What follows belongs to an exercise in optimizing a design on an open flow for small area and a short achievable clock period; a production flow would make more cautious choices. In this exercise RTL edits were held to simulation tests only and were not proved equivalent to the original. Power is estimated from default activity; no workload was simulated.

## flow/design.v

```verilog
package mem_pkg;
  localparam int unsigned DATA_W_DEF = 8;
  localparam int unsigned ADDR_W_DEF = 8;
endpackage
module mem_aoi222 (
  input  logic a0, b0, a1, b1, a2, b2,
  output logic y
);
  assign y = ~((a0 & b0) | (a1 & b1) | (a2 & b2));
endmodule
module mem_nand4 (
  input  logic a, b, c, d,
  output logic y
);
  assign y = ~(a & b & c & d);
endmodule
module mem_nor2 (
  input  logic a, b,
  output logic y
);
  assign y = ~(a | b);
endmodule
module mem_array #(
  parameter int unsigned DATA_W = 8,
  parameter int unsigned ADDR_W = 8,
  parameter int unsigned NPART  = 3   
) (
  input  logic                             clk,
  input  logic [2**(ADDR_W/2)-1:0]         wen_lo_n,  
  input  logic [2**(ADDR_W-ADDR_W/2)-1:0]  wen_hi_n,  
  input  logic [DATA_W-1:0]                wdata,
  input  logic [2**(ADDR_W/2)-1:0]         sel_lo_n,  
  input  logic [2**(ADDR_W-ADDR_W/2)-1:0]  sel_hi_n,  
  output logic [DATA_W*NPART-1:0]          rdata_part  
);
  localparam int unsigned NLO   = 2 ** (ADDR_W / 2);
  localparam int unsigned NHI   = 2 ** (ADDR_W - ADDR_W / 2);
  localparam int unsigned DEPTH = NLO * NHI;
  logic [DEPTH-1:0]  we;
  logic [DEPTH-1:0]  sel;
  logic [DATA_W-1:0] mem [DEPTH];
  for (genvar h = 0; h < NHI; h++) begin : g_hi
    for (genvar l = 0; l < NLO; l++) begin : g_lo
      mem_nor2 u_we  (.a(wen_hi_n[h]), .b(wen_lo_n[l]), .y(we[h*NLO+l]));
      mem_nor2 u_sel (.a(sel_hi_n[h]), .b(sel_lo_n[l]), .y(sel[h*NLO+l]));
    end
  end
  for (genvar i = 0; i < DEPTH; i++) begin : g_word
    always_ff @(posedge clk) begin
      if (we[i]) mem[i] <= wdata;
    end
  end
  for (genvar b = 0; b < DATA_W; b++) begin : g_bit
    logic [85:0] r1;
    mem_aoi222 u_l1_0 (.a0(sel[0]), .b0(mem[0][b]), .a1(sel[1]), .b1(mem[1][b]), .a2(sel[2]), .b2(mem[2][b]), .y(r1[0]));
    mem_aoi222 u_l1_1 (.a0(sel[3]), .b0(mem[3][b]), .a1(sel[4]), .b1(mem[4][b]), .a2(sel[5]), .b2(mem[5][b]), .y(r1[1]));
    mem_aoi222 u_l1_2 (.a0(sel[6]), .b0(mem[6][b]), .a1(sel[7]), .b1(mem[7][b]), .a2(sel[8]), .b2(mem[8][b]), .y(r1[2]));
    mem_aoi222 u_l1_3 (.a0(sel[9]), .b0(mem[9][b]), .a1(sel[10]), .b1(mem[10][b]), .a2(sel[11]), .b2(mem[11][b]), .y(r1[3]));
    mem_aoi222 u_l1_4 (.a0(sel[12]), .b0(mem[12][b]), .a1(sel[13]), .b1(mem[13][b]), .a2(sel[14]), .b2(mem[14][b]), .y(r1[4]));
    mem_aoi222 u_l1_5 (.a0(sel[15]), .b0(mem[15][b]), .a1(sel[16]), .b1(mem[16][b]), .a2(sel[17]), .b2(mem[17][b]), .y(r1[5]));
    mem_aoi222 u_l1_6 (.a0(sel[18]), .b0(mem[18][b]), .a1(sel[19]), .b1(mem[19][b]), .a2(sel[20]), .b2(mem[20][b]), .y(r1[6]));
    mem_aoi222 u_l1_7 (.a0(sel[21]), .b0(mem[21][b]), .a1(sel[22]), .b1(mem[22][b]), .a2(sel[23]), .b2(mem[23][b]), .y(r1[7]));
    mem_aoi222 u_l1_8 (.a0(sel[24]), .b0(mem[24][b]), .a1(sel[25]), .b1(mem[25][b]), .a2(sel[26]), .b2(mem[26][b]), .y(r1[8]));
    mem_aoi222 u_l1_9 (.a0(sel[27]), .b0(mem[27][b]), .a1(sel[28]), .b1(mem[28][b]), .a2(sel[29]), .b2(mem[29][b]), .y(r1[9]));
    mem_aoi222 u_l1_10 (.a0(sel[30]), .b0(mem[30][b]), .a1(sel[31]), .b1(mem[31][b]), .a2(sel[32]), .b2(mem[32][b]), .y(r1[10]));
    mem_aoi222 u_l1_11 (.a0(sel[33]), .b0(mem[33][b]), .a1(sel[34]), .b1(mem[34][b]), .a2(sel[35]), .b2(mem[35][b]), .y(r1[11]));
    mem_aoi222 u_l1_12 (.a0(sel[36]), .b0(mem[36][b]), .a1(sel[37]), .b1(mem[37][b]), .a2(sel[38]), .b2(mem[38][b]), .y(r1[12]));
    mem_aoi222 u_l1_13 (.a0(sel[39]), .b0(mem[39][b]), .a1(sel[40]), .b1(mem[40][b]), .a2(sel[41]), .b2(mem[41][b]), .y(r1[13]));
    mem_aoi222 u_l1_14 (.a0(sel[42]), .b0(mem[42][b]), .a1(sel[43]), .b1(mem[43][b]), .a2(sel[44]), .b2(mem[44][b]), .y(r1[14]));
    mem_aoi222 u_l1_15 (.a0(sel[45]), .b0(mem[45][b]), .a1(sel[46]), .b1(mem[46][b]), .a2(sel[47]), .b2(mem[47][b]), .y(r1[15]));
    mem_aoi222 u_l1_16 (.a0(sel[48]), .b0(mem[48][b]), .a1(sel[49]), .b1(mem[49][b]), .a2(sel[50]), .b2(mem[50][b]), .y(r1[16]));
    mem_aoi222 u_l1_17 (.a0(sel[51]), .b0(mem[51][b]), .a1(sel[52]), .b1(mem[52][b]), .a2(sel[53]), .b2(mem[53][b]), .y(r1[17]));
    mem_aoi222 u_l1_18 (.a0(sel[54]), .b0(mem[54][b]), .a1(sel[55]), .b1(mem[55][b]), .a2(sel[56]), .b2(mem[56][b]), .y(r1[18]));
    mem_aoi222 u_l1_19 (.a0(sel[57]), .b0(mem[57][b]), .a1(sel[58]), .b1(mem[58][b]), .a2(sel[59]), .b2(mem[59][b]), .y(r1[19]));
    mem_aoi222 u_l1_20 (.a0(sel[60]), .b0(mem[60][b]), .a1(sel[61]), .b1(mem[61][b]), .a2(sel[62]), .b2(mem[62][b]), .y(r1[20]));
    mem_aoi222 u_l1_21 (.a0(sel[63]), .b0(mem[63][b]), .a1(sel[64]), .b1(mem[64][b]), .a2(sel[65]), .b2(mem[65][b]), .y(r1[21]));
    mem_aoi222 u_l1_22 (.a0(sel[66]), .b0(mem[66][b]), .a1(sel[67]), .b1(mem[67][b]), .a2(sel[68]), .b2(mem[68][b]), .y(r1[22]));
    mem_aoi222 u_l1_23 (.a0(sel[69]), .b0(mem[69][b]), .a1(sel[70]), .b1(mem[70][b]), .a2(sel[71]), .b2(mem[71][b]), .y(r1[23]));
    mem_aoi222 u_l1_24 (.a0(sel[72]), .b0(mem[72][b]), .a1(sel[73]), .b1(mem[73][b]), .a2(sel[74]), .b2(mem[74][b]), .y(r1[24]));
    mem_aoi222 u_l1_25 (.a0(sel[75]), .b0(mem[75][b]), .a1(sel[76]), .b1(mem[76][b]), .a2(sel[77]), .b2(mem[77][b]), .y(r1[25]));
    mem_aoi222 u_l1_26 (.a0(sel[78]), .b0(mem[78][b]), .a1(sel[79]), .b1(mem[79][b]), .a2(sel[80]), .b2(mem[80][b]), .y(r1[26]));
    mem_aoi222 u_l1_27 (.a0(sel[81]), .b0(mem[81][b]), .a1(sel[82]), .b1(mem[82][b]), .a2(sel[83]), .b2(mem[83][b]), .y(r1[27]));
    mem_aoi222 u_l1_28 (.a0(sel[84]), .b0(mem[84][b]), .a1(sel[85]), .b1(mem[85][b]), .a2(sel[86]), .b2(mem[86][b]), .y(r1[28]));
    mem_aoi222 u_l1_29 (.a0(sel[87]), .b0(mem[87][b]), .a1(sel[88]), .b1(mem[88][b]), .a2(sel[89]), .b2(mem[89][b]), .y(r1[29]));
    mem_aoi222 u_l1_30 (.a0(sel[90]), .b0(mem[90][b]), .a1(sel[91]), .b1(mem[91][b]), .a2(sel[92]), .b2(mem[92][b]), .y(r1[30]));
    mem_aoi222 u_l1_31 (.a0(sel[93]), .b0(mem[93][b]), .a1(sel[94]), .b1(mem[94][b]), .a2(sel[95]), .b2(mem[95][b]), .y(r1[31]));
    mem_aoi222 u_l1_32 (.a0(sel[96]), .b0(mem[96][b]), .a1(sel[97]), .b1(mem[97][b]), .a2(sel[98]), .b2(mem[98][b]), .y(r1[32]));
    mem_aoi222 u_l1_33 (.a0(sel[99]), .b0(mem[99][b]), .a1(sel[100]), .b1(mem[100][b]), .a2(sel[101]), .b2(mem[101][b]), .y(r1[33]));
    mem_aoi222 u_l1_34 (.a0(sel[102]), .b0(mem[102][b]), .a1(sel[103]), .b1(mem[103][b]), .a2(sel[104]), .b2(mem[104][b]), .y(r1[34]));
    mem_aoi222 u_l1_35 (.a0(sel[105]), .b0(mem[105][b]), .a1(sel[106]), .b1(mem[106][b]), .a2(sel[107]), .b2(mem[107][b]), .y(r1[35]));
    mem_aoi222 u_l1_36 (.a0(sel[108]), .b0(mem[108][b]), .a1(sel[109]), .b1(mem[109][b]), .a2(sel[110]), .b2(mem[110][b]), .y(r1[36]));
    mem_aoi222 u_l1_37 (.a0(sel[111]), .b0(mem[111][b]), .a1(sel[112]), .b1(mem[112][b]), .a2(sel[113]), .b2(mem[113][b]), .y(r1[37]));
    mem_aoi222 u_l1_38 (.a0(sel[114]), .b0(mem[114][b]), .a1(sel[115]), .b1(mem[115][b]), .a2(sel[116]), .b2(mem[116][b]), .y(r1[38]));
    mem_aoi222 u_l1_39 (.a0(sel[117]), .b0(mem[117][b]), .a1(sel[118]), .b1(mem[118][b]), .a2(sel[119]), .b2(mem[119][b]), .y(r1[39]));
    mem_aoi222 u_l1_40 (.a0(sel[120]), .b0(mem[120][b]), .a1(sel[121]), .b1(mem[121][b]), .a2(sel[122]), .b2(mem[122][b]), .y(r1[40]));
    mem_aoi222 u_l1_41 (.a0(sel[123]), .b0(mem[123][b]), .a1(sel[124]), .b1(mem[124][b]), .a2(sel[125]), .b2(mem[125][b]), .y(r1[41]));
    mem_aoi222 u_l1_42 (.a0(sel[126]), .b0(mem[126][b]), .a1(sel[127]), .b1(mem[127][b]), .a2(sel[128]), .b2(mem[128][b]), .y(r1[42]));
    mem_aoi222 u_l1_43 (.a0(sel[129]), .b0(mem[129][b]), .a1(sel[130]), .b1(mem[130][b]), .a2(sel[131]), .b2(mem[131][b]), .y(r1[43]));
    mem_aoi222 u_l1_44 (.a0(sel[132]), .b0(mem[132][b]), .a1(sel[133]), .b1(mem[133][b]), .a2(sel[134]), .b2(mem[134][b]), .y(r1[44]));
    mem_aoi222 u_l1_45 (.a0(sel[135]), .b0(mem[135][b]), .a1(sel[136]), .b1(mem[136][b]), .a2(sel[137]), .b2(mem[137][b]), .y(r1[45]));
    mem_aoi222 u_l1_46 (.a0(sel[138]), .b0(mem[138][b]), .a1(sel[139]), .b1(mem[139][b]), .a2(sel[140]), .b2(mem[140][b]), .y(r1[46]));
    mem_aoi222 u_l1_47 (.a0(sel[141]), .b0(mem[141][b]), .a1(sel[142]), .b1(mem[142][b]), .a2(sel[143]), .b2(mem[143][b]), .y(r1[47]));
    mem_aoi222 u_l1_48 (.a0(sel[144]), .b0(mem[144][b]), .a1(sel[145]), .b1(mem[145][b]), .a2(sel[146]), .b2(mem[146][b]), .y(r1[48]));
    mem_aoi222 u_l1_49 (.a0(sel[147]), .b0(mem[147][b]), .a1(sel[148]), .b1(mem[148][b]), .a2(sel[149]), .b2(mem[149][b]), .y(r1[49]));
    mem_aoi222 u_l1_50 (.a0(sel[150]), .b0(mem[150][b]), .a1(sel[151]), .b1(mem[151][b]), .a2(sel[152]), .b2(mem[152][b]), .y(r1[50]));
    mem_aoi222 u_l1_51 (.a0(sel[153]), .b0(mem[153][b]), .a1(sel[154]), .b1(mem[154][b]), .a2(sel[155]), .b2(mem[155][b]), .y(r1[51]));
    mem_aoi222 u_l1_52 (.a0(sel[156]), .b0(mem[156][b]), .a1(sel[157]), .b1(mem[157][b]), .a2(sel[158]), .b2(mem[158][b]), .y(r1[52]));
    mem_aoi222 u_l1_53 (.a0(sel[159]), .b0(mem[159][b]), .a1(sel[160]), .b1(mem[160][b]), .a2(sel[161]), .b2(mem[161][b]), .y(r1[53]));
    mem_aoi222 u_l1_54 (.a0(sel[162]), .b0(mem[162][b]), .a1(sel[163]), .b1(mem[163][b]), .a2(sel[164]), .b2(mem[164][b]), .y(r1[54]));
    mem_aoi222 u_l1_55 (.a0(sel[165]), .b0(mem[165][b]), .a1(sel[166]), .b1(mem[166][b]), .a2(sel[167]), .b2(mem[167][b]), .y(r1[55]));
    mem_aoi222 u_l1_56 (.a0(sel[168]), .b0(mem[168][b]), .a1(sel[169]), .b1(mem[169][b]), .a2(sel[170]), .b2(mem[170][b]), .y(r1[56]));
    mem_aoi222 u_l1_57 (.a0(sel[171]), .b0(mem[171][b]), .a1(sel[172]), .b1(mem[172][b]), .a2(sel[173]), .b2(mem[173][b]), .y(r1[57]));
    mem_aoi222 u_l1_58 (.a0(sel[174]), .b0(mem[174][b]), .a1(sel[175]), .b1(mem[175][b]), .a2(sel[176]), .b2(mem[176][b]), .y(r1[58]));
    mem_aoi222 u_l1_59 (.a0(sel[177]), .b0(mem[177][b]), .a1(sel[178]), .b1(mem[178][b]), .a2(sel[179]), .b2(mem[179][b]), .y(r1[59]));
    mem_aoi222 u_l1_60 (.a0(sel[180]), .b0(mem[180][b]), .a1(sel[181]), .b1(mem[181][b]), .a2(sel[182]), .b2(mem[182][b]), .y(r1[60]));
    mem_aoi222 u_l1_61 (.a0(sel[183]), .b0(mem[183][b]), .a1(sel[184]), .b1(mem[184][b]), .a2(sel[185]), .b2(mem[185][b]), .y(r1[61]));
    mem_aoi222 u_l1_62 (.a0(sel[186]), .b0(mem[186][b]), .a1(sel[187]), .b1(mem[187][b]), .a2(sel[188]), .b2(mem[188][b]), .y(r1[62]));
    mem_aoi222 u_l1_63 (.a0(sel[189]), .b0(mem[189][b]), .a1(sel[190]), .b1(mem[190][b]), .a2(sel[191]), .b2(mem[191][b]), .y(r1[63]));
    mem_aoi222 u_l1_64 (.a0(sel[192]), .b0(mem[192][b]), .a1(sel[193]), .b1(mem[193][b]), .a2(sel[194]), .b2(mem[194][b]), .y(r1[64]));
    mem_aoi222 u_l1_65 (.a0(sel[195]), .b0(mem[195][b]), .a1(sel[196]), .b1(mem[196][b]), .a2(sel[197]), .b2(mem[197][b]), .y(r1[65]));
    mem_aoi222 u_l1_66 (.a0(sel[198]), .b0(mem[198][b]), .a1(sel[199]), .b1(mem[199][b]), .a2(sel[200]), .b2(mem[200][b]), .y(r1[66]));
    mem_aoi222 u_l1_67 (.a0(sel[201]), .b0(mem[201][b]), .a1(sel[202]), .b1(mem[202][b]), .a2(sel[203]), .b2(mem[203][b]), .y(r1[67]));
    mem_aoi222 u_l1_68 (.a0(sel[204]), .b0(mem[204][b]), .a1(sel[205]), .b1(mem[205][b]), .a2(sel[206]), .b2(mem[206][b]), .y(r1[68]));
    mem_aoi222 u_l1_69 (.a0(sel[207]), .b0(mem[207][b]), .a1(sel[208]), .b1(mem[208][b]), .a2(sel[209]), .b2(mem[209][b]), .y(r1[69]));
    mem_aoi222 u_l1_70 (.a0(sel[210]), .b0(mem[210][b]), .a1(sel[211]), .b1(mem[211][b]), .a2(sel[212]), .b2(mem[212][b]), .y(r1[70]));
    mem_aoi222 u_l1_71 (.a0(sel[213]), .b0(mem[213][b]), .a1(sel[214]), .b1(mem[214][b]), .a2(sel[215]), .b2(mem[215][b]), .y(r1[71]));
    mem_aoi222 u_l1_72 (.a0(sel[216]), .b0(mem[216][b]), .a1(sel[217]), .b1(mem[217][b]), .a2(sel[218]), .b2(mem[218][b]), .y(r1[72]));
    mem_aoi222 u_l1_73 (.a0(sel[219]), .b0(mem[219][b]), .a1(sel[220]), .b1(mem[220][b]), .a2(sel[221]), .b2(mem[221][b]), .y(r1[73]));
    mem_aoi222 u_l1_74 (.a0(sel[222]), .b0(mem[222][b]), .a1(sel[223]), .b1(mem[223][b]), .a2(sel[224]), .b2(mem[224][b]), .y(r1[74]));
    mem_aoi222 u_l1_75 (.a0(sel[225]), .b0(mem[225][b]), .a1(sel[226]), .b1(mem[226][b]), .a2(sel[227]), .b2(mem[227][b]), .y(r1[75]));
    mem_aoi222 u_l1_76 (.a0(sel[228]), .b0(mem[228][b]), .a1(sel[229]), .b1(mem[229][b]), .a2(sel[230]), .b2(mem[230][b]), .y(r1[76]));
    mem_aoi222 u_l1_77 (.a0(sel[231]), .b0(mem[231][b]), .a1(sel[232]), .b1(mem[232][b]), .a2(sel[233]), .b2(mem[233][b]), .y(r1[77]));
    mem_aoi222 u_l1_78 (.a0(sel[234]), .b0(mem[234][b]), .a1(sel[235]), .b1(mem[235][b]), .a2(sel[236]), .b2(mem[236][b]), .y(r1[78]));
    mem_aoi222 u_l1_79 (.a0(sel[237]), .b0(mem[237][b]), .a1(sel[238]), .b1(mem[238][b]), .a2(sel[239]), .b2(mem[239][b]), .y(r1[79]));
    mem_aoi222 u_l1_80 (.a0(sel[240]), .b0(mem[240][b]), .a1(sel[241]), .b1(mem[241][b]), .a2(sel[242]), .b2(mem[242][b]), .y(r1[80]));
    mem_aoi222 u_l1_81 (.a0(sel[243]), .b0(mem[243][b]), .a1(sel[244]), .b1(mem[244][b]), .a2(sel[245]), .b2(mem[245][b]), .y(r1[81]));
    mem_aoi222 u_l1_82 (.a0(sel[246]), .b0(mem[246][b]), .a1(sel[247]), .b1(mem[247][b]), .a2(sel[248]), .b2(mem[248][b]), .y(r1[82]));
    mem_aoi222 u_l1_83 (.a0(sel[249]), .b0(mem[249][b]), .a1(sel[250]), .b1(mem[250][b]), .a2(sel[251]), .b2(mem[251][b]), .y(r1[83]));
    mem_aoi222 u_l1_84 (.a0(sel[252]), .b0(mem[252][b]), .a1(sel[253]), .b1(mem[253][b]), .a2(sel[254]), .b2(mem[254][b]), .y(r1[84]));
    mem_aoi222 u_l1_85 (.a0(sel[255]), .b0(mem[255][b]), .a1(1'b0), .b1(1'b0), .a2(1'b0), .b2(1'b0), .y(r1[85]));
    logic [21:0] r2;
    mem_nand4 u_l2_0 (.a(r1[0]), .b(r1[1]), .c(r1[2]), .d(r1[3]), .y(r2[0]));
    mem_nand4 u_l2_1 (.a(r1[4]), .b(r1[5]), .c(r1[6]), .d(r1[7]), .y(r2[1]));
    mem_nand4 u_l2_2 (.a(r1[8]), .b(r1[9]), .c(r1[10]), .d(r1[11]), .y(r2[2]));
    mem_nand4 u_l2_3 (.a(r1[12]), .b(r1[13]), .c(r1[14]), .d(r1[15]), .y(r2[3]));
    mem_nand4 u_l2_4 (.a(r1[16]), .b(r1[17]), .c(r1[18]), .d(r1[19]), .y(r2[4]));
    mem_nand4 u_l2_5 (.a(r1[20]), .b(r1[21]), .c(r1[22]), .d(r1[23]), .y(r2[5]));
    mem_nand4 u_l2_6 (.a(r1[24]), .b(r1[25]), .c(r1[26]), .d(r1[27]), .y(r2[6]));
    mem_nand4 u_l2_7 (.a(r1[28]), .b(r1[29]), .c(r1[30]), .d(r1[31]), .y(r2[7]));
    mem_nand4 u_l2_8 (.a(r1[32]), .b(r1[33]), .c(r1[34]), .d(r1[35]), .y(r2[8]));
    mem_nand4 u_l2_9 (.a(r1[36]), .b(r1[37]), .c(r1[38]), .d(r1[39]), .y(r2[9]));
    mem_nand4 u_l2_10 (.a(r1[40]), .b(r1[41]), .c(r1[42]), .d(r1[43]), .y(r2[10]));
    mem_nand4 u_l2_11 (.a(r1[44]), .b(r1[45]), .c(r1[46]), .d(r1[47]), .y(r2[11]));
    mem_nand4 u_l2_12 (.a(r1[48]), .b(r1[49]), .c(r1[50]), .d(r1[51]), .y(r2[12]));
    mem_nand4 u_l2_13 (.a(r1[52]), .b(r1[53]), .c(r1[54]), .d(r1[55]), .y(r2[13]));
    mem_nand4 u_l2_14 (.a(r1[56]), .b(r1[57]), .c(r1[58]), .d(r1[59]), .y(r2[14]));
    mem_nand4 u_l2_15 (.a(r1[60]), .b(r1[61]), .c(r1[62]), .d(r1[63]), .y(r2[15]));
    mem_nand4 u_l2_16 (.a(r1[64]), .b(r1[65]), .c(r1[66]), .d(r1[67]), .y(r2[16]));
    mem_nand4 u_l2_17 (.a(r1[68]), .b(r1[69]), .c(r1[70]), .d(r1[71]), .y(r2[17]));
    mem_nand4 u_l2_18 (.a(r1[72]), .b(r1[73]), .c(r1[74]), .d(r1[75]), .y(r2[18]));
    mem_nand4 u_l2_19 (.a(r1[76]), .b(r1[77]), .c(r1[78]), .d(r1[79]), .y(r2[19]));
    mem_nand4 u_l2_20 (.a(r1[80]), .b(r1[81]), .c(r1[82]), .d(r1[83]), .y(r2[20]));
    mem_nand4 u_l2_21 (.a(r1[84]), .b(r1[85]), .c(1'b1), .d(1'b1), .y(r2[21]));
    logic [10:0] r3;
    mem_nor2 u_l3_0 (.a(r2[0]), .b(r2[1]), .y(r3[0]));
    mem_nor2 u_l3_1 (.a(r2[2]), .b(r2[3]), .y(r3[1]));
    mem_nor2 u_l3_2 (.a(r2[4]), .b(r2[5]), .y(r3[2]));
    mem_nor2 u_l3_3 (.a(r2[6]), .b(r2[7]), .y(r3[3]));
    mem_nor2 u_l3_4 (.a(r2[8]), .b(r2[9]), .y(r3[4]));
    mem_nor2 u_l3_5 (.a(r2[10]), .b(r2[11]), .y(r3[5]));
    mem_nor2 u_l3_6 (.a(r2[12]), .b(r2[13]), .y(r3[6]));
    mem_nor2 u_l3_7 (.a(r2[14]), .b(r2[15]), .y(r3[7]));
    mem_nor2 u_l3_8 (.a(r2[16]), .b(r2[17]), .y(r3[8]));
    mem_nor2 u_l3_9 (.a(r2[18]), .b(r2[19]), .y(r3[9]));
    mem_nor2 u_l3_10 (.a(r2[20]), .b(r2[21]), .y(r3[10]));
    logic [2:0] r4;
    mem_nand4 u_l4_0 (.a(r3[0]), .b(r3[1]), .c(r3[2]), .d(r3[3]), .y(r4[0]));
    mem_nand4 u_l4_1 (.a(r3[4]), .b(r3[5]), .c(r3[6]), .d(r3[7]), .y(r4[1]));
    mem_nand4 u_l4_2 (.a(r3[8]), .b(r3[9]), .c(r3[10]), .d(1'b1), .y(r4[2]));
    assign rdata_part[b*NPART +: NPART] = r4;
  end
endmodule
module data_memory_ctrl #(
  parameter int unsigned DATA_W = mem_pkg::DATA_W_DEF,
  parameter int unsigned ADDR_W = mem_pkg::ADDR_W_DEF
) (
  input  logic              clk,
  input  logic              reset,
  input  logic              req_valid,
  output logic              req_ready,
  input  logic              req_write,
  input  logic [ADDR_W-1:0] req_addr,
  input  logic [DATA_W-1:0] req_wdata,
  output logic              rsp_valid,
  input  logic              rsp_ready,
  output logic [DATA_W-1:0] rsp_rdata,
  output logic              busy
);
  localparam int unsigned LO_W = ADDR_W / 2;
  localparam int unsigned HI_W = ADDR_W - LO_W;
  localparam int unsigned NLO  = 2 ** LO_W;
  localparam int unsigned NHI  = 2 ** HI_W;
  localparam int unsigned NPART = 3;
  logic [ADDR_W-1:0] clear_cnt;
  logic              clear_done;
  logic              busy_q;
  logic              clr_we;
  logic              clr_wd;
  logic              wr_ok;
  logic              ready_idle;
  logic              clearing;
  logic              ready_int;
  logic              rd_fire;
  logic              wr_fire;
  logic              clear_done_nxt;
  logic              rsp_valid_nxt;
  assign clearing  = !clear_done;
  assign ready_int = clear_done && (!rsp_valid || rsp_ready);
  assign rd_fire   = req_valid && ready_int && !req_write;
  assign wr_fire   = req_valid && ready_int && req_write;
  assign wr_ok     = req_valid && req_write && (!rsp_valid || rsp_ready);
  assign busy      = busy_q;
  assign req_ready = !busy_q && (ready_idle || rsp_ready);
  assign clear_done_nxt = !reset && (clear_done || (&clear_cnt));
  assign rsp_valid_nxt  = !reset && (rd_fire || (rsp_valid && !rsp_ready));
  always_ff @(posedge clk) begin
    if (reset) clear_cnt <= '0;
    else       clear_cnt <= clear_cnt + 1'b1;
  end
  always_ff @(posedge clk) begin
    clr_we <= reset || (clr_we && !(&clear_cnt));
    clr_wd <= reset || (clr_wd && !(&clear_cnt));
  end
  always_ff @(posedge clk) begin
    clear_done <= clear_done_nxt;
    busy_q     <= !clear_done_nxt;
    rsp_valid  <= rsp_valid_nxt;
    ready_idle <= clear_done_nxt && !rsp_valid_nxt;
  end
  logic [NLO-1:0]    sel_lo_n;
  logic [NHI-1:0]    sel_hi_n;
  logic [NLO-1:0]    wen_lo_n;
  logic [NHI-1:0]    wen_hi_n;
  logic [DATA_W-1:0] mem_wdata;
  logic [DATA_W*NPART-1:0] mem_rdata_part;
  logic [DATA_W*NPART-1:0] rsp_part_n;
  always_comb begin
    for (int l = 0; l < NLO; l++) begin
      sel_lo_n[l] = (req_addr[LO_W-1:0] != LO_W'(l));
      wen_lo_n[l] = !clr_we && sel_lo_n[l];
    end
    for (int h = 0; h < NHI; h++) begin
      sel_hi_n[h] = (req_addr[ADDR_W-1:LO_W] != HI_W'(h));
      wen_hi_n[h] = !clr_we && !(wr_ok && !sel_hi_n[h]);
    end
  end
  assign mem_wdata = clr_wd ? '0 : req_wdata;
  mem_array #(
    .DATA_W(DATA_W),
    .ADDR_W(ADDR_W),
    .NPART (NPART)
  ) u_mem (
    .clk     (clk),
    .wen_lo_n(wen_lo_n),
    .wen_hi_n(wen_hi_n),
    .wdata   (mem_wdata),
    .sel_lo_n(sel_lo_n),
    .sel_hi_n(sel_hi_n),
    .rdata_part(mem_rdata_part)
  );
  always_ff @(posedge clk) begin
    if (reset) begin
      rsp_part_n <= '1;
    end else if (rd_fire) begin
      rsp_part_n <= ~mem_rdata_part;
    end
  end
  for (genvar b = 0; b < DATA_W; b++) begin : g_rd
    assign rsp_rdata[b] = ~&rsp_part_n[b*NPART +: NPART];
  end
endmodule
```

## flow/flow/run.sh

```bash
#!/bin/bash
# Own layout flow: the standard synthesis and layout, with these layout changes:
#  - sizing may swap a cell for any cell of the same function (not only the same
#    footprint), and the port buffers are buf_4 cells;
#  - before global placement, presize.tcl sizes up the memory's word-line gates
#    and the upper levels of its read tree, which drive long wires;
#  - clock tree synthesis inserts no dummy loads and clusters up to 25 sinks per
#    leaf buffer.
# Each step's full output goes to a log file in this folder (ORFS's own per-step
# logs are under orfs/logs/).
set -uo pipefail
W=$(pwd)
bash standard.sh synth > synth.log 2>&1 || exit 1
bash standard.sh finish \
  MATCH_CELL_FOOTPRINT=0 \
  "BUFFER_PORTS_ARGS=-buffer_cell sky130_fd_sc_hd__buf_4" \
  "PRE_GLOBAL_PLACE_TCL=$W/flow/presize.tcl" \
  WORDLINE_CELL=sky130_fd_sc_hd__nor2_2 \
  "CTS_ARGS=-sink_clustering_enable -repair_clock_nets -dont_use_dummy_load -sink_clustering_size 25 -sink_clustering_max_diameter 60" \
  > layout.log 2>&1 || exit 1
```

## flow/flow/presize.tcl

```tcl
# Before global placement, size the memory's word-line gates and the upper levels of
# its read tree, which drive long wires: the 2-input NORs that drive the write
# enables and read selects (8 loads each), and the tree gates above the first two
# levels.
proc drivers_of {inst} {
  set res {}
  foreach it [$inst getITerms] {
    if {![$it isInputSignal]} continue
    set net [$it getNet]
    if {$net == "NULL"} continue
    foreach d [$net getITerms] { if {[$d isOutputSignal]} { lappend res [[[$d getInst] getMaster] getName] } }
  }
  return $res
}
proc loads_of {inst} {
  set res {}
  foreach it [$inst getITerms] {
    if {![$it isOutputSignal]} continue
    set net [$it getNet]
    if {$net == "NULL"} continue
    foreach d [$net getITerms] { if {[$d isInputSignal]} { lappend res [[[$d getInst] getMaster] getName] } }
  }
  return $res
}
set changes {}
foreach inst [[ord::get_db_block] getInsts] {
  set mn [[$inst getMaster] getName]
  switch $mn {
    sky130_fd_sc_hd__nor2_1 {
      set l [loads_of $inst]
      if {[lsearch $l sky130_fd_sc_hd__edfxtp_1] >= 0 || [lsearch $l sky130_fd_sc_hd__a222oi_1] >= 0} {
        lappend changes [list [$inst getName] $::env(WORDLINE_CELL)]
      } elseif {[lsearch -not [drivers_of $inst] sky130_fd_sc_hd__nand4_1] < 0} {
        lappend changes [list [$inst getName] sky130_fd_sc_hd__nor2_4]
      }
    }
    sky130_fd_sc_hd__nand4_1 {
      set d [drivers_of $inst]
      if {[lsearch $d sky130_fd_sc_hd__nor2_1] >= 0 && [lsearch $d sky130_fd_sc_hd__a222oi_1] < 0} {
        lappend changes [list [$inst getName] sky130_fd_sc_hd__nand4_4]
      }
    }
    sky130_fd_sc_hd__nor3_1 {
      set d [drivers_of $inst]
      if {[lsearch $d sky130_fd_sc_hd__nand4_1] >= 0} {
        lappend changes [list [$inst getName] sky130_fd_sc_hd__nor3_4]
      }
    }
  }
}
array set cnt {}
foreach c $changes {
  replace_cell [lindex $c 0] [lindex $c 1]
  set k [lindex $c 1]; if {![info exists cnt($k)]} {set cnt($k) 0}; incr cnt($k)
}
foreach k [array names cnt] { puts "presize: $cnt($k) cells to $k" }
```

## flow/standard.sh

```bash
#!/bin/bash
# synth_recipe.tcl (not shown) runs the flow's synth.tcl, then flattens the netlist and writes it again
# the make line also repeats each setting of config.mk as NAME=value (left out here)
make -C /OpenROAD-flow-scripts/flow DESIGN_CONFIG=/design/flow/config.mk WORK_HOME=/design/flow/orfs CLKGATE_MAP_FILE= SYNTH_SCRIPT=/design/flow/synth_recipe.tcl "${@:-finish}"
```

## flow/config.mk

```make
export PLATFORM = sky130hd
export DESIGN_NAME = data_memory_ctrl
export DESIGN_NICKNAME = data_memory_ctrl
export VERILOG_FILES = /design/flow/design.v
export SDC_FILE = /design/flow/constraint.sdc
export NUM_CORES = 4
export LEC_CHECK = 0
export CAP_MARGIN = 20
export CORE_MARGIN = 2
export CORE_UTILIZATION = 40
export SETUP_SLACK_MARGIN = 2.3
export SLEW_MARGIN = 20
export SYNTH_HIERARCHICAL = 1
```

## flow/constraint.sdc

```tcl
create_clock -name core_clock -period 5.0 [get_ports {clk}]
set_input_delay 1.0000 -clock core_clock [delete_from_list [all_inputs] [get_ports {clk}]]
set_output_delay 1.0000 -clock core_clock [all_outputs]
set_load 0.01 [all_outputs]
```

==> run notes, run 1 <==
Run status:
- The run finished with no timing, DRC or antenna violations.

Route:
- The initial DRC count is 8822.
- The detail-routed net length per standard cell is 32.4 um.
- The routed layout has about 43k vias.
- The final wirelength is 220000 um.
- The per-cell via count in the routed design is 6.40.
- After detailed routing, the number of remaining DRC violations is 0.
- The first detailed-routing pass ran for 9 iterations.
- The remaining antenna violation count after routing is 0.

Placed design:
- The placed wire-length estimate is 134000 um.
- Summing all placed instances gives a cell area of around 81000 um2.
- The global placer's final weighted congestion is 0.896.
- Counting tap cells, the placed design contains a total of 6462 instances.
- The count of input and output buffers is 31.

Global route:
- Entering global routing, the biggest net connects 191 pins.
- The number of global-route vias before repair is 40.6k.
- The total overflow left after global routing is 0.
- The first global-routing pass estimated roughly 300000 um of wire.
- In the global route stage, overall resource usage came out at 0.225.
- The number of antenna violations at the first check in global routing is 1.

Worst hold path:
- The worst hold-check path type is register to register.

Pwr:
- The static leakage power is 32.4 nW.
- Across the VDD grid, the largest voltage drop is 316 uV.
- In this run the power density over the cells is 328 nW/um2.
- The total power of the final layout is about 29 mW.

Cells and area:
- The area growth from synthesis to layout is 18.2%.
- After routing the design area is 87500 um2.
- Registers take 62300 um2.
- In the final design database the tool counted 4334 nets.
- Counting the fill cells in the layout gives 15.1k.
- In the final layout, the share of cells above drive strength 1 is 0.279.
- Summing all multi-input logic gate instances after layout gives 15300 um2.
- The non-filler instance count after layout is 6776.
- The share of the core filled with cells in the final layout is 0.477.

CTS:
- The root cell of the clock tree is clkbuf_16.
- The total clock sinks is roughly 2.1k.
- The maximum clock insertion buffer count is 3.
- The number of buffers created by CTS is 119.
- The total of hold buffers inserted after clock tree synthesis is 0.
- The clock insertion delay at the later pin of the skew report is 0.78 ns.
- TritonCTS built the clock tree.
- The maximum level of the CTS H-tree is 3.
- After clock tree synthesis, the clock-pin slew on the worst setup and hold paths is about 0.07 ns.

Worst setup path:
- The type of the worst setup path is input pin to register.
- The critical path required time is around 5.7 ns.
- Of all nets on the critical path, the largest fanout is 11.
- Across all register-to-register paths, the minimum setup slack is about 2.3 ns.
- Traced cell by cell, the critical path runs through buf_16, nand4_1, buf_4, nor2_2, a222oi_1, nand4_1, nor2_4, nand4_4, nor2b_1, mux2i_1.
- The category of the worst setup path capture point is a register.
- For the worst setup path, the data arrival time is around 3.6 ns.
- On the worst path, the slowest cell contributes a delay of 0.45 ns.
- The critical path's most frequent cell is nand4_1.
- STA classifies the critical path startpoint as an input pin.
- The largest individual stage delay along the critical path comes from the cell buf_4.

Synth:
- The count of mapped cells out of synthesis is 3812.
- The synthesized area per cell is approximately 20 um2.
- The total of flip-flops plus latches after synthesis is 2086.
- For this run, the number of Yosys warnings is 10.
- The cell area that synthesis handed to floorplanning was 74000 um2.
- The number of distinct library cell variants in the gate-level netlist after synthesis is 34.
- The part of the Yosys area used for sequential elements is 0.841.

Timing:
- The period utilization is 0.573.
- The worst slew margin relative to its limit is 0.223.
- The number of hold violations in the final report was 0.
- Setup repair after global routing could not meet its margin everywhere.
- The maximum achievable frequency is 349 MHz.
- For the final database, setup skew stands at ~0.06 ns.
- The setup TNS after final layout is 0 ns.
- The post-layout minimum cycle time is 2.86 ns.
- Setup violations remaining at the end of the flow were counted as 0.
- The max-slew violation total from the final report is 0.
- For the pin with the worst max-slew slack, the measured transition is 1.16 ns.

Floorplan:
- Pin placement for this block handled 32 I/O pins.
- The core region is 183000 um2.
- The die outline area is between 150000 and 200000 um2.
- The die is 434 um tall.
- The standard-cell row count is 157.
- The effective utilization at floorplan is 0.404.
- The die is around 430 um wide.

Run:
- The max-cap violation count is 0.
-- per-module statistics from Yosys, one instance, submodules excluded, a selection --
module,flip-flops and latches,cells
mem_nand4,0,1
mem_nor2,0,1
mem_aoi222,0,1
data_memory_ctrl,38,274
-- sequential cells by signal, indices dropped and copies added (netlist names) --
signal	cells
rsp_valid	1
clear_cnt	8
busy_q	1
rsp_part_n	24
u_mem.mem	2048
clr_wd	1
clr_we	1
clear_done	1
ready_idle	1
-- worst paths after layout --
path | startpoint | to | cells after the start
max reg2reg | clr_we | u_mem.mem[61][2] | 4
min reg2reg | clear_cnt[0] | clear_cnt[0] | 1
min | clear_cnt[0] | clear_cnt[0] | 1
max | req_addr[2] | rsp_part_n[16] | 10
-- power by group --
| group | total, mW | internal (mW) | switching, mW |
|---|---|---|---|
| Sequential | 18.9 | 18.9 | 0.00274 |
| Combinational | 0.447 | 0.180 | 0.266 |
| Clock | 9.35 | 4.19 | 5.16 |
| Total | 28.7 | 23.2 | 5.43 |
-- cells in the final DEF (no fill, tap or decap), types with 17 or more instances in the layout --
cell | netlist | layout
nor2b_4 | 1 | 20
nand4_1 | 203 | 179
clkbuf_16 | 0 | 125
nor2b_1 | 43 | 24
a222oi_1 | 688 | 688
nor2_2 | 0 | 466
buf_4 | 0 | 242
nor2_1 | 636 | 33
nand4_4 | 0 | 24
conb_1 | 2 | 56
dfxtp_1 | 38 | 27
edfxtp_1 | 2048 | 2048
buf_12 | 0 | 74
mux2i_1 | 24 | 24
nand2_8 | 0 | 17
nor2_4 | 0 | 137
-- layout make-up --
class | instances | area share
diodes | 2 | 0.0000572
inverters | 1 | 0.0000429
well taps | 2464 | 0.0352
multi-input cells | 1755 | 0.175
repair buffers | 349 | 0.0443
flip-flops and latches | 2086 | 0.712
clock buffers | 119 | 0.0340
-- cells in the mapped netlist (all sizes together) --
cell	count	area share
buf	13	0.0011
a21o	2	0.00020
nand2	26	0.0014
a222oi	688	0.093
o21ai	2	0.00014
dfxtp	38	0.010
nor3b	2	0.00034
conb	2	0.00010
and2b	2	0.00020
nand4	203	0.017
nor4	1	0.00017
a31oi	6	0.00051
nand3	21	0.0014
nor3	2	0.00029
and4	1	0.00012
and2	1	0.000085
nor2b	44	0.0038
edfxtp	2048	0.83
a41oi	1	0.00012
nor2	636	0.032
xnor2	1	0.00012
o21ba	1	0.00014
ha	1	0.00017
inv	1	0.000051
or3	2	0.00017
mux2i	24	0.0032
mux2	1	0.00015
xor2	2	0.00024
clkbuf	13	0.00066
a21oi	27	0.0018
-- stage by stage --
stage / hold WS (ns) / setup slack [ns]
after floorplan: 0.430 / 1.28
after global placement: 0.446 / 0.726
after detailed placement: 0.458 / 0.733
after CTS: 0.475 / 2.24
after global routing: 0.504 / 2.20
final: 0.485 / 2.14
-- cell families after synthesis --
| logic type | share of synthesized area |
|---|---|
| XOR/XNOR | 0.000355 |
| AND/OR/NAND/NOR | 0.0574 |
| buffers and inverters | 0.00186 |
| flip-flops | 0.841 |
| multiplexers | 0.00340 |
| other | 0.000101 |
| AO/OA/AOI/OAI | 0.0959 |
| adder cells (fa/ha/maj) | 0.000169 |
-- layer usage --
metal / up-vias / wire (um) / GRT usage
li1: 17900 / - / -
met1: 22700 / 86100 / 0.313
met2: 2507 / 105000 / 0.359
met3: 316 / 20600 / 0.0337
met4: 0 / 8310 / 0.0832
met5: - / 0 / 0
-- worst max-delay path: cells and delay by family --
| family | cells | cell delay [ns] |
|---|---|---|
| AO/OA/AOI/OAI | 1 | 0.42 |
| buffers and inverters | 2 | 0.58 |
| multiplexers | 1 | 0.17 |
| AND/OR/NAND/NOR | 6 | 1.37 |
-- timing repair --
action	in CTS	in global routing
cloned	0	8
buffers inserted	45	140
setup endpoints to repair	1117	64
gates resized for setup	148	140
pin swaps	108	155
==> run 2: changes to the inputs <==
--- a/flow/design.v
+++ b/flow/design.v
@@ -7,6 +7,18 @@
   output logic y
 );
   assign y = ~((a0 & b0) | (a1 & b1) | (a2 & b2));
+endmodule
+module mem_nand2 (
+  input  logic a, b,
+  output logic y
+);
+  assign y = ~(a & b);
+endmodule
+module mem_nand3 (
+  input  logic a, b, c,
+  output logic y
+);
+  assign y = ~(a & b & c);
 endmodule
 module mem_nand4 (
   input  logic a, b, c, d,
@@ -137,7 +149,7 @@
     mem_aoi222 u_l1_82 (.a0(sel[246]), .b0(mem[246][b]), .a1(sel[247]), .b1(mem[247][b]), .a2(sel[248]), .b2(mem[248][b]), .y(r1[82]));
     mem_aoi222 u_l1_83 (.a0(sel[249]), .b0(mem[249][b]), .a1(sel[250]), .b1(mem[250][b]), .a2(sel[251]), .b2(mem[251][b]), .y(r1[83]));
     mem_aoi222 u_l1_84 (.a0(sel[252]), .b0(mem[252][b]), .a1(sel[253]), .b1(mem[253][b]), .a2(sel[254]), .b2(mem[254][b]), .y(r1[84]));
-    mem_aoi222 u_l1_85 (.a0(sel[255]), .b0(mem[255][b]), .a1(1'b0), .b1(1'b0), .a2(1'b0), .b2(1'b0), .y(r1[85]));
+    mem_nand2 u_l1_85 (.a(sel[255]), .b(mem[255][b]), .y(r1[85]));
     logic [21:0] r2;
     mem_nand4 u_l2_0 (.a(r1[0]), .b(r1[1]), .c(r1[2]), .d(r1[3]), .y(r2[0]));
     mem_nand4 u_l2_1 (.a(r1[4]), .b(r1[5]), .c(r1[6]), .d(r1[7]), .y(r2[1]));
@@ -160,7 +172,7 @@
     mem_nand4 u_l2_18 (.a(r1[72]), .b(r1[73]), .c(r1[74]), .d(r1[75]), .y(r2[18]));
     mem_nand4 u_l2_19 (.a(r1[76]), .b(r1[77]), .c(r1[78]), .d(r1[79]), .y(r2[19]));
     mem_nand4 u_l2_20 (.a(r1[80]), .b(r1[81]), .c(r1[82]), .d(r1[83]), .y(r2[20]));
-    mem_nand4 u_l2_21 (.a(r1[84]), .b(r1[85]), .c(1'b1), .d(1'b1), .y(r2[21]));
+    mem_nand2 u_l2_21 (.a(r1[84]), .b(r1[85]), .y(r2[21]));
     logic [10:0] r3;
     mem_nor2 u_l3_0 (.a(r2[0]), .b(r2[1]), .y(r3[0]));
     mem_nor2 u_l3_1 (.a(r2[2]), .b(r2[3]), .y(r3[1]));
@@ -176,7 +188,7 @@
     logic [2:0] r4;
     mem_nand4 u_l4_0 (.a(r3[0]), .b(r3[1]), .c(r3[2]), .d(r3[3]), .y(r4[0]));
     mem_nand4 u_l4_1 (.a(r3[4]), .b(r3[5]), .c(r3[6]), .d(r3[7]), .y(r4[1]));
-    mem_nand4 u_l4_2 (.a(r3[8]), .b(r3[9]), .c(r3[10]), .d(1'b1), .y(r4[2]));
+    mem_nand3 u_l4_2 (.a(r3[8]), .b(r3[9]), .c(r3[10]), .y(r4[2]));
     assign rdata_part[b*NPART +: NPART] = r4;
   end
 endmodule
--- a/flow/flow/run.sh
+++ b/flow/flow/run.sh
@@ -15,6 +15,6 @@
   MATCH_CELL_FOOTPRINT=0 \
   "BUFFER_PORTS_ARGS=-buffer_cell sky130_fd_sc_hd__buf_4" \
   "PRE_GLOBAL_PLACE_TCL=$W/flow/presize.tcl" \
-  WORDLINE_CELL=sky130_fd_sc_hd__nor2_2 \
+  WORDLINE_CELL=sky130_fd_sc_hd__nor2_2 TREE_L2=1 \
   "CTS_ARGS=-sink_clustering_enable -repair_clock_nets -dont_use_dummy_load -sink_clustering_size 25 -sink_clustering_max_diameter 60" \
   > layout.log 2>&1 || exit 1
==> flow/flow/presize.tcl (replaced) <==
# Before global placement, size the memory's word-line gates and its read tree,
# whose upper levels drive long wires. Word lines: the 2-input NORs that drive the
# write enables and the read selects (8 loads each) get WORDLINE_CELL. Read tree:
# level 1 is the gate fed by the memory flip-flops; level 2 gets size TREE_L2 of
# its function (1 keeps it) and the levels above it the _4 size.
set blk [ord::get_db_block]
proc out_loads {inst} {
  set res {}
  foreach it [$inst getITerms] {
    if {![$it isOutputSignal]} continue
    set net [$it getNet]
    if {$net == "NULL"} continue
    foreach d [$net getITerms] { if {[$d isInputSignal]} { lappend res [$d getInst] } }
  }
  return $res
}
set changes {}
# read tree levels, from the memory flip-flops
set level1 {}
foreach inst [$blk getInsts] {
  if {[[$inst getMaster] getName] != "sky130_fd_sc_hd__edfxtp_1"} continue
  if {![string match "u_mem.*" [$inst getName]]} continue
  foreach l [out_loads $inst] { if {[[$l getMaster] getName] != "sky130_fd_sc_hd__edfxtp_1"} { set lv([$l getName]) 1 } }
}
set frontier [array names lv]
set level 1
while {[llength $frontier] > 0 && $level < 12} {
  incr level
  set next {}
  foreach n $frontier {
    set inst [$blk findInst $n]
    foreach l [out_loads $inst] {
      set ln [$l getName]
      set mn [[$l getMaster] getName]
      if {[string match "*dfxtp*" $mn] || [string match "*edfxtp*" $mn]} continue
      if {![regexp {^sky130_fd_sc_hd__(nand[234]|nor[234])_1$} $mn]} continue
      if {![info exists lv($ln)]} { set lv($ln) $level; lappend next $ln }
    }
  }
  set frontier $next
}
# word lines: write enables (drive memory flip-flops) and read selects (drive level 1)
foreach inst [$blk getInsts] {
  if {[[$inst getMaster] getName] != "sky130_fd_sc_hd__nor2_1"} continue
  if {[info exists lv([$inst getName])]} continue
  foreach l [out_loads $inst] {
    set ln [$l getName]
    if {([[$l getMaster] getName] == "sky130_fd_sc_hd__edfxtp_1" && [string match "u_mem.*" $ln]) || ([info exists lv($ln)] && $lv($ln) == 1)} {
      lappend changes [list [$inst getName] $::env(WORDLINE_CELL)]; break
    }
  }
}
foreach n [array names lv] {
  set inst [$blk findInst $n]
  set mn [[$inst getMaster] getName]
  if {![regexp {^sky130_fd_sc_hd__((nand|nor)[234])_1$} $mn -> fn]} continue
  if {$lv($n) == 2} { lappend changes [list $n sky130_fd_sc_hd__${fn}_$::env(TREE_L2)] }
  if {$lv($n) >= 3} { lappend changes [list $n sky130_fd_sc_hd__${fn}_4] }
}
array set cnt {}
foreach c $changes {
  set k [lindex $c 1]
  if {[string match "*_1" $k]} continue
  replace_cell [lindex $c 0] $k
  if {![info exists cnt($k)]} {set cnt($k) 0}; incr cnt($k)
}
foreach k [lsort [array names cnt]] { puts "presize: $cnt($k) cells to $k" }
==> run 2 against run 1 <==
Worst setup slack got worse by 0.0015 ns. Highest routed layer unchanged. Register-to-register slack improved by 0.16 ns. Synthesized area fell by 0.12%. Die area fell by 0.12%. Still clean on timing, DRC and antenna. Count of clock-buffer cells in the layout rose by 11. Largest power group unchanged. Non-clock buffer count fell by 56. Combinational power fell by 18%.
==> run notes, run 2 <==
Timing:
- Setup repair after global routing could not meet its margin everywhere.
- For the final routed database, the setup TNS stands at 0 ns.
- Setup violations remaining at the end of the flow were counted as 0.
- The max-slew violation total from the final report is 0.
- The maximum achievable frequency is 349 MHz.
- The number of hold violations in the final report is 0.
- Dividing the final minimum period by the clock period gives 0.573.
- The clock skew is 0.0913 ns.
- The worst path needs 2.87 ns of the cycle, external delays included.
- The transition at the pin with the smallest max-transition slack is 1.22 ns.
- In this run the tightest slew margin relative to its limit is 0.186.
- Hold timing on the final database bottoms out at a slack of between 0.4 and 0.5 ns.

Synth:
- The most used flip-flop cell after synthesis is edfxtp_1.
- The Yosys step of the flow raised 10 warnings.
- The synthesized area per cell is 19.4 um2.
- The share of the synthesized area in the top cell type is 0.832.
- The count of mapped cells out of synthesis is between 3k and 4k.
- For this run, the register share of the synthesized area comes to 0.842.
- The commonest cells after synthesis are 2048 x edfxtp_1, 680 x a222oi_1, 636 x nor2_1.
- The synthesized netlist contains 33 unique library cells.
- The total of flip-flops plus latches after synthesis is 2086.
- The biggest area contributor in the post-synthesis netlist is edfxtp_1.
- By area the synthesized netlist is led by edfxtp_1 83%, a222oi_1 9.2%, nor2_1 3.2%.
- The async set or reset register ratio after synthesis is 0.
- Yosys mapped a number of flops with a built-in enable equal to 2048.
- Yosys instantiated no cell more often than edfxtp_1.
- After synthesis the cells add up to 74000 um2.

Run status:
- The run finished with no timing, DRC or antenna violations.

CTS:
- The number of buffers created by CTS is 130.
- The tree built by TritonCTS fans out to 2086 sinks.
- TritonCTS built the clock tree.
- After clock tree synthesis, the clock-pin slew on the worst setup and hold paths is approximately 0.070 ns.
- CTS placed an instance of clkbuf_16 at the clock tree root.
- The maximum level of the CTS H-tree is 4.
- The maximum clock insertion buffer count is 3.
- Clock latency on the worst-skew pair, taken at its later pin, is around 0.8 ns.

Placed design:
- The global placer's final weighted congestion is a little under 0.9.
- Including well taps, the total number of placed cells is 6401.
- During placement, the flow inserted port buffers numbering 31.
- Detailed placement finished with a half-perimeter wire length of 133000 um.

Pwr:
- The clock network power share is 0.338.
- For this design the ratio of total power to cell area is 335 nW/um2.
- Of the total power, combinational logic draws 0.013.
- Of the total power, the share spent switching nets is 0.187.
- The internal power summed over all cells is roughly 24 mW.
- The analysis attributes to cell leakage a power of 32.2 nW.
- The switching component of the power is roughly 5.4 mW.
- The share of total power dissipated in sequential elements is 0.649.
- The worst-case vdd ir drop is 336 uV.

Worst setup path:
- At the worst endpoint, the required time is 5.69 ns.
- The reg-to-reg setup timing slack is 2.47 ns.
- In this run the critical register-to-register path is launched from clr_we.
- The critical register-to-register path endpoint is u_mem.mem[49][1].
- The start point of the critical path is req_addr[3].
- For the worst flop-to-flop path, the logic depth is 4.
- STA classifies the critical path startpoint as an input pin.
- The most critical setup path has its endpoint at rsp_part_n[8].
- The type of the worst setup path is input pin to register.
- The maximum fanout count along the critical path is 8.
- The worst setup path is captured at a register.
- The critical path arrival is around 3.6 ns.

Route:
- For this block, the routed nets add up to 216000 um of wire.
- In the routed design, unresolved DRC markers number 0.
- The first routing iteration left 8179 violations.
- The per-cell via count in the routed design is ~6.4.
- The detail-routed net length per standard cell is 32.3 um.
- In this run the remaining antenna-violating nets after routing total 0.
- The length of the first detailed-routing pass in iterations is 10.
- The number of vias after detailed routing is between 40k and 50k.

Global route:
- The wire length of the first global-routing pass is roughly 300000 um.
- For this run, the total global-route usage over all layers was measured as 0.223.
- The pin count of the biggest net entering global routing is 200.
- After global routing the overflow that remains totals 0.
- The number of antenna violations at the first check in global routing came to 1.
- The number of global-route vias before repair is about 41k.

Cells and area:
- Counting flops per register, the top entry is u_mem.mem.
- At the end of the flow the core is filled with cells to 0.473.
- The library cells used most frequently in the layout, excluding fill and tap cells, are 2048 x edfxtp_1, 680 x a222oi_1, 484 x nor2_2.
- The share of final-layout standard cells stronger than drive strength 1 is 0.275.
- The layout has 15.2k filler cells.
- The number of diodes is 0.
- The largest registers in the layout are u_mem.mem: 2048 flops, rsp_part_n: 24 flops, clear_cnt: 8 flops.
- The non-filler instance count after layout is between 6k and 7k.
- The commonest non-fill, non-tap cell in the layout is edfxtp_1.
- In the final design database the tool counted 4231 nets.
- The register with the most flip-flops in the layout has 2048 of them.
- The layout overhead on the synthesized area is 17.3%.

Floorplan:
- The die covers around 190000 um2.
- The count of pins on the block boundary is 32.
- The effective utilization at floorplan is 0.403.
- The die is 434 um tall.
- The floorplan has 157 rows.
- The die width is 434 um.
- The floorplan core area is 183000 um2.

Run:
- Max-cap violations in this run came to 0.

Worst hold path:
- The worst hold-check path type is register to register.
==> run 2: changes by cell type after synthesis <==
cell / before / now
conb_1: 2 / 0
a222oi_1: 688 / 680
nand4_1: 203 / 187
nand2_1: 25 / 41
nand3_1: 21 / 29
==> run 2: per-module statistics from Yosys, one instance, submodules excluded, a selection <==
module | cell area [um2] | copies in the design | flip-flops and latches | cells
mem_nor2 | 3.75 | 600 | 0 | 1
mem_aoi222 | 10.0 | 680 | 0 | 1
data_memory_ctrl | 2150 | 1 | 38 | 274
mem_nand4 | 6.26 | 184 | 0 | 1
mem_nand2 | 3.75 | 16 | 0 | 1
mem_nand3 | 5.00 | 8 | 0 | 1
==> run 2: worst min path at each step <==
stage | start | endpoint | depth (start not counted)
6_report | clear_cnt[0] | clear_cnt[0] | 1
5_1_grt | req_write | rsp_valid | 3
4_1_cts | clear_cnt[0] | clear_cnt[0] | 1
3_5_place_dp | clear_cnt[0] | clear_cnt[0] | 1
3_3_place_gp | clear_cnt[0] | clear_cnt[0] | 1
2_1_floorplan | clear_cnt[0] | clear_cnt[0] | 1
==> run 2: repair_timing <==
action                                 4_1_cts  5_1_grt
setup buffers                               86       49
hold buffers                                 0        0
setup endpoints to repair                 1301       31
cloned                                       3        2
endpoints found under the hold margin        0        0
pin swaps                                   79       94
gates resized for setup                    163       50
==> run 2: per-stage QoR <==
stage	worst slack, ns	total power, mW	cell area [um2]
6_report	2.13	29.1	86700
5_1_grt	2.15	29.8	86700
4_1_cts	2.23	29.2	86000
3_5_place_dp	0.138	19.5	81100
3_3_place_gp	0.192	19.5	81000
2_1_floorplan	1.28	19.3	74000
==> run 2: final cells by class <==
class | instances | area, um2 | share of cell area
tap | 2464 | 3080 | 0.0356
multi-input combinational | 1697 | 14800 | 0.170
inverter | 1 | 3.75 | 0.0000433
clock buffer | 130 | 3250 | 0.0375
sequential | 2086 | 62300 | 0.718
timing repair buffer | 293 | 3310 | 0.0382
==> run 2: layer usage <==
| layer | global-route usage | routed length [um] |
|---|---|---|
| met1 | 0.311 | 84900 |
| met3 | 0.0351 | 19600 |
| met2 | 0.354 | 102000 |
| met5 | 0 | 0 |
| met4 | 0.0858 | 8920 |
==> run 2: logic make-up after synthesis <==
group           share of synthesized area
buf+inv                           0.00186
flops                               0.842
xor+xnor                         0.000355
fa+ha+maj                        0.000169
mux                               0.00340
compound gates                     0.0950
simple gates                       0.0574
==> run 2: critical path, cell delays in order <==
cell and delay [ns]:
buf_16 0.13, nor2b_4 0.16, buf_6 0.15, nand2_8 0.09, buf_12 0.12, buf_16 0.13
buf_12 0.15, nor2_2 0.09, a222oi_1 0.67, nand4_1 0.30, nor2_4 0.18, nand3_4 0.06
nor2b_1 0.13, mux2i_1 0.16
==> run 2: power groups by stage <==
stage | Sequential [mW] | Combinational, mW | Clock [mW]
CTS | 18.9 | 0.316 | 9.99
global route | 18.9 | 0.370 | 10.6
finish | 18.9 | 0.365 | 9.83
detailed placement | 19.3 | 0.221 | 0
floorplan | 19.3 | 0.0683 | 0
global placement | 19.3 | 0.220 | 0
==> run 3: changes to the inputs <==
==> flow/flow/run.sh (replaced) <==
#!/bin/bash
# Own layout flow: the standard synthesis and layout, with these layout changes:
#  - sizing may swap a cell for any cell of the same function (not only the same
#    footprint), and the port buffers are buf_4 cells;
#  - before global placement, presize.tcl sizes up the memory read-select gates
#    and the upper levels of its read tree, which drive long wires;
#  - clock tree synthesis inserts no dummy loads and clusters up to 25 sinks per
#    leaf buffer.
# Each step's full output goes to a log file in this folder (ORFS's own per-step
# logs are under orfs/logs/).
set -uo pipefail
W=$(pwd)
bash standard.sh synth > synth.log 2>&1 || exit 1
bash standard.sh finish \
  MATCH_CELL_FOOTPRINT=0 \
  "BUFFER_PORTS_ARGS=-buffer_cell sky130_fd_sc_hd__buf_4" \
  "PRE_GLOBAL_PLACE_TCL=$W/flow/presize.tcl" \
  WORDLINE_CELL=sky130_fd_sc_hd__nor2_2 WRITE_WORDLINE_CELL= TREE_L2=1 \
  "CTS_ARGS=-sink_clustering_enable -repair_clock_nets -dont_use_dummy_load -sink_clustering_size 25 -sink_clustering_max_diameter 60" \
  > layout.log 2>&1 || exit 1
--- a/flow/flow/presize.tcl
+++ b/flow/flow/presize.tcl
@@ -1,6 +1,7 @@
 # Before global placement, size the memory's word-line gates and its read tree,
 # whose upper levels drive long wires. Word lines: the 2-input NORs that drive the
-# write enables and the read selects (8 loads each) get WORDLINE_CELL. Read tree:
+# read selects (8 loads each) get WORDLINE_CELL, and so do the write enables
+# unless WRITE_WORDLINE_CELL is empty. Read tree:
 # level 1 is the gate fed by the memory flip-flops; level 2 gets size TREE_L2 of
 # its function (1 keeps it) and the levels above it the _4 size.
 set blk [ord::get_db_block]
@@ -39,13 +40,14 @@
   }
   set frontier $next
 }
-# word lines: write enables (drive memory flip-flops) and read selects (drive level 1)
+# word lines: read selects (drive level 1), and write enables (drive memory
+# flip-flops) unless WRITE_WORDLINE_CELL is empty
 foreach inst [$blk getInsts] {
   if {[[$inst getMaster] getName] != "sky130_fd_sc_hd__nor2_1"} continue
   if {[info exists lv([$inst getName])]} continue
   foreach l [out_loads $inst] {
     set ln [$l getName]
-    if {([[$l getMaster] getName] == "sky130_fd_sc_hd__edfxtp_1" && [string match "u_mem.*" $ln]) || ([info exists lv($ln)] && $lv($ln) == 1)} {
+    if {([[$l getMaster] getName] == "sky130_fd_sc_hd__edfxtp_1" && [string match "u_mem.*" $ln] && [info exists ::env(WRITE_WORDLINE_CELL)] && $::env(WRITE_WORDLINE_CELL) != "") || ([info exists lv($ln)] && $lv($ln) == 1)} {
       lappend changes [list [$inst getName] $::env(WORDLINE_CELL)]; break
     }
   }
==> run 3 against run 2 <==
Count of clock-buffer cells in the layout is 2 higher. Total power rose by 0.41%. Worst setup slack improved by 0.067 ns. Routed wire length down 0.89%. Clock power increased by 1%. Sequential cell count is the same. Sequential power about the same. Maximum frequency increased by 2.4%. Critical endpoint unchanged. Largest power group unchanged. Highest routed layer unchanged.
==> run notes, run 3 <==
CTS:
- The total clock sinks is 2086.
- After clock tree synthesis, the clock-pin slew on the worst setup and hold paths is 0.07 ns.
- The cell sitting at the root of the clock tree is a clkbuf_16.
- The clock insertion delay at the later pin of the skew report is 0.80 ns.
- Hold repair after CTS inserted 0 buffers.
- The clock passes through at most 3 buffers.
- The number of clock buffers added by TritonCTS is 132.
- The maximum level of the CTS H-tree is 4.
- TritonCTS built the clock tree.

Synth:
- The biggest area contributor in the post-synthesis netlist is edfxtp_1.
- The number of synthesized flops with an enable pin is 2048.
- The summed instance area of the synthesized netlist is between 70000 and 80000 um2.
- Ranked by instance count, the synthesized netlist is headed by 2048 x edfxtp_1, 680 x a222oi_1, 636 x nor2_1.
- Measured against the total synthesized area, the mux share comes to 0.00340.
- The post-synthesis share of cell area spent on xor and xnor gates is 0.000355.
- Counting flops with an async set or reset pin after synthesis yields a share of 0.
- Among all flip-flop cells after synthesis, the most frequent one is edfxtp_1.
- In this run, distinct cell masters in the synthesized netlist total 33.
- The main combinational cell family by area after synthesis is compound AO/OA/AOI/OAI gates.
- The synthesized-area fraction occupied by ao, oa, aoi and oai cells is 0.0950.
- Each instance of the synthesized netlist takes up on average 19.4 um2.
- The synthesized design contains 2086 register bits.
- For this run, the register share of the synthesized area comes to 0.842.
- Yosys instantiated no cell more often than edfxtp_1.
- The count of mapped cells out of synthesis is 3810.
- Of the total synthesized cell area, the portion taken by full adders, half adders and majority gates is 0.000169.
- The share of synthesized area in the top cell type comes to 0.832.
- The area share of and/or/nand/nor cells after synthesis is 0.0574.
- The count of yosys warnings during synthesis is 10.
- Yosys attributes the largest share of cell area to edfxtp_1 83%, a222oi_1 9.2%, nor2_1 3.2%.

Worst hold path:
- The worst hold path belongs to the class register to register.
- The worst hold path begins at clear_cnt[0].

Timing:
- The number of hold violations in the final report came to 0.
- The post-route worst hold slack is 0.478 ns.
- The clock arrives with 0.0897 ns of skew.
- Dividing the final minimum period by the clock period gives 0.560.
- Subtracting the final worst setup slack from the clock period gives around 2.8 ns.
- The worst slew margin relative to its limit is 0.223.
- Once routing completed, OpenROAD measured the worst setup slack at 2.20 ns.
- The setup TNS after final layout is 0 ns.
- Setup repair after global routing could not meet its margin everywhere.
- The max-slew violation total from the final report is 0.
- The maximum achievable frequency is approximately 360 MHz.
- Setup violations remaining at the end of the flow were counted as 0.
- For the pin with the worst max-slew slack, the measured transition is 1.17 ns.

Floorplan:
- The die span in y is 434 um.
- Measured along the x axis, the die boundary spans 434 um.
- The standard-cell row count is roughly 160.
- The effective utilization at floorplan is 0.403.
- The region available for standard cell placement spans 183000 um2.
- During I/O placement, the number of pins put on the boundary was 32.
- The die outline area is 188000 um2.

Cells and area:
- The layout overhead on the synthesized area is 16.4%.
- In the layout the commonest cells are 2048 x edfxtp_1, 680 x a222oi_1, 264 x nor2_2.
- The finished layout holds about 6.7k standard cells, fillers aside.
- Summing all non-filler instances in the final layout gives an area of 86100 um2.
- The share of the core filled with cells in the final layout is 0.469.
- The library cell used most frequently in the layout, excluding fill and tap cells, is edfxtp_1.
- Counting flops per register, the top entry is u_mem.mem.
- After filler insertion, the fill cell instance count of the layout stands at between 15k and 20k.
- The multi-input combinational cell area is 14200 um2.
- In the final layout, the registers with the most flip-flops are u_mem.mem: 2048 flops, rsp_part_n: 24 flops, clear_cnt: 8 flops.
- The sequential cells in the finished layout cover a total of just over 60000 um2.
- The register with the most flip-flops in the layout has roughly 2k of them.
- After the last flow step, the layout net total stands at 4222.
- In the final layout, the share of cells above drive strength 1 is 0.219.

Pwr:
- The total power of the final layout is 29.2 mW.
- For this design the ratio of total power to cell area is between 300 and 400 nW/um2.
- VDD sags by at most between 300 and 400 uV.
- The static leakage power is 31.9 nW.

Global route:
- For this run the aggregate overflow at the end of global routing stands at 0.
- The number of global-route vias before repair is 40.5k.
- met2 is the most crowded layer.
- For met1 alone, demand over resource in global routing was 0.308.
- For this run, global-route usage on met2 was measured as 0.354.
- In the global route stage, overall resource usage came out at 0.221.
- The wire length of the first global-routing pass is 299000 um.
- The number of antenna violations at the first check in global routing is 3.
- The pin count of the biggest net entering global routing is 220.
- The met3 global-route usage is 0.0360.

Route:
- After detailed routing, the average wire length per cell comes to between 30 and 40 um.
- The final wirelength is 214000 um.
- The length of the first detailed-routing pass in iterations is 10.
- After detailed routing, the number of remaining DRC violations is 0.
- The per-cell via count in the routed design is 6.43.
- Summing over every cut layer, the via total after detailed routing is 42.8k.
- The initial DRC count is 8452.
- The detail route stage leaves a number of antenna-violating nets equal to 0.

Placed design:
- The placed wire-length estimate is 131000 um.
- The number of placed instances, taps included, is 6400.
- In this run the cell area measured after placement is approximately 80000 um2.
- Routability-driven placement finished with a final weighted congestion of 0.841.
- The count of buffers added on input and output ports is 31.
- The pre-CTS setup slack is between 0.8 and 0.9 ns.

Run status:
- The run finished with no timing, DRC or antenna violations.

Worst setup path:
- The worst setup path is captured at a register.
- The most critical setup path has its startpoint at req_addr[3].
- The type of the worst setup path is input pin to register.
- The type of origin of the critical path is an input pin.
- At the worst endpoint, the arrival time is approximately 3.5 ns.
- The maximum fanout count along the critical path is 8.
- The critical path required time is 5.71 ns.
- In this run the critical register-to-register path is launched from clr_we.

Run:
- The max-cap violation count is 0.
-- run 3: changes by cell type in the layout (fill, tap and decap cells not counted), moves of 4 or more --
| cell | before | now |
|---|---|---|
| buf_6 | 21 | 13 |
| a21oi_1 | 2 | 16 |
| nor2_4 | 119 | 124 |
| nor2_2 | 484 | 264 |
| buf_8 | 1 | 7 |
| buf_4 | 195 | 184 |
| nor2_1 | 33 | 248 |
| a21oi_2 | 14 | 2 |
| nand2_1 | 25 | 29 |
| nand2_8 | 12 | 8 |
| buf_12 | 64 | 71 |
-- run 3: repair_timing --
action | in CTS | in global routing
pin swaps | 94 | 93
cloned | 1 | 1
resized for setup | 155 | 112
endpoints found under the setup margin | 182 | 293
buffers inserted | 55 | 73
-- run 3: kinds of logic after synthesis --
logic type | count (synthesis)
AOI/OAI and AO/OA | 719
xor gates and xnor gates | 3
adders and majority gates | 1
buffers and inverters | 27
DFF | 2086
muxes | 25
and+or+nand+nor | 949
-- run 3: metal layers --
metal	wire length, um	share of wire
met1	84000	0.39
met2	102000	0.48
met3	19800	0.093
met4	7290	0.034
met5	0	0
-- run 3: worst max-delay path, cell delays in order --
cell      delay, ns
buf_16         0.12
nor2b_4        0.13
buf_12         0.15
nand3_4        0.20
buf_12         0.22
buf_4          0.13
nor2_2         0.08
a222oi_1       0.51
nand4_1        0.35
nor2_4         0.23
nand3_4        0.07
nor2b_1        0.13
mux2i_1        0.15
-- run 3: cell type report --
type	instances	area share
antenna	1	0.0000291
sequential	2086	0.724
clock buffer	132	0.0384
tap	2464	0.0358
inverter	1	0.0000436
timing repair buffer	282	0.0377
multi-input combinational	1697	0.164
-- run 3: modules after synthesis, one instance, submodules excluded, a selection --
module,copies in the design,area [um2]
mem_nand2,16,3.75
mem_nand4,184,6.26
mem_nor2,600,3.75
data_memory_ctrl,1,2150
mem_nand3,8,5.00
mem_aoi222,680,10.0
-- run 3: path summary, 6_finish.rpt --
| kind | to | slack (ns) | depth (start not counted) |
|---|---|---|---|
| worst min-delay path | clear_cnt[0] | 0.48 | 1 |
| worst min register to register | clear_cnt[0] | 0.48 | 1 |
| worst max-delay path | rsp_part_n[8] | 2.20 | 13 |
| worst max register to register | u_mem.mem[216][1] | 2.28 | 4 |
-- run 3: power by group --
part | switching, mW | internal, mW | leakage [nW]
Clock | 5.28 | 4.68 | 1.63
Sequential | 0.00236 | 18.9 | 25.6
Combinational | 0.215 | 0.130 | 4.70
Total | 5.50 | 23.7 | 31.9

## port drivers added, routing unchanged
The flow's constraints put no driver on any port. The routed layouts listed below were extracted and timed again, unchanged, in two steps.
Step 1, drivers: a clkbuf_16 drives clk and a buf_2 each remaining input, both assumed.
Step 2 times the ports against the registers' clock, not the clock port: input delays grow and output delays shrink by t, the midpoint of the rising clock arrivals with the driver on.
a / b / c = ideal / step 1 / step 2; a / b = the first two.
run | shift t [ns] | slack for setup (ns) | worst register clock-pin slew, ns | worst slew at a driven data input, ns | pins driven straight from the clock port
run 1 | 0.842 | 2.135 / 2.027 / 1.185 | 0.10 / 0.10 | 0.28 | 1
run 2 | 0.845 | 2.134 / 2.140 / 1.296 | 0.09 / 0.09 | 0.14 | 1
run 3 | 0.833 | 2.201 / 2.194 / 1.361 | 0.09 / 0.09 | 0.12 | 1
After both steps setup and hold are still met in every run listed. The setup slack of run 1, which loses most, moves by -0.108 ns with the drivers and by -0.950 ns with both steps.
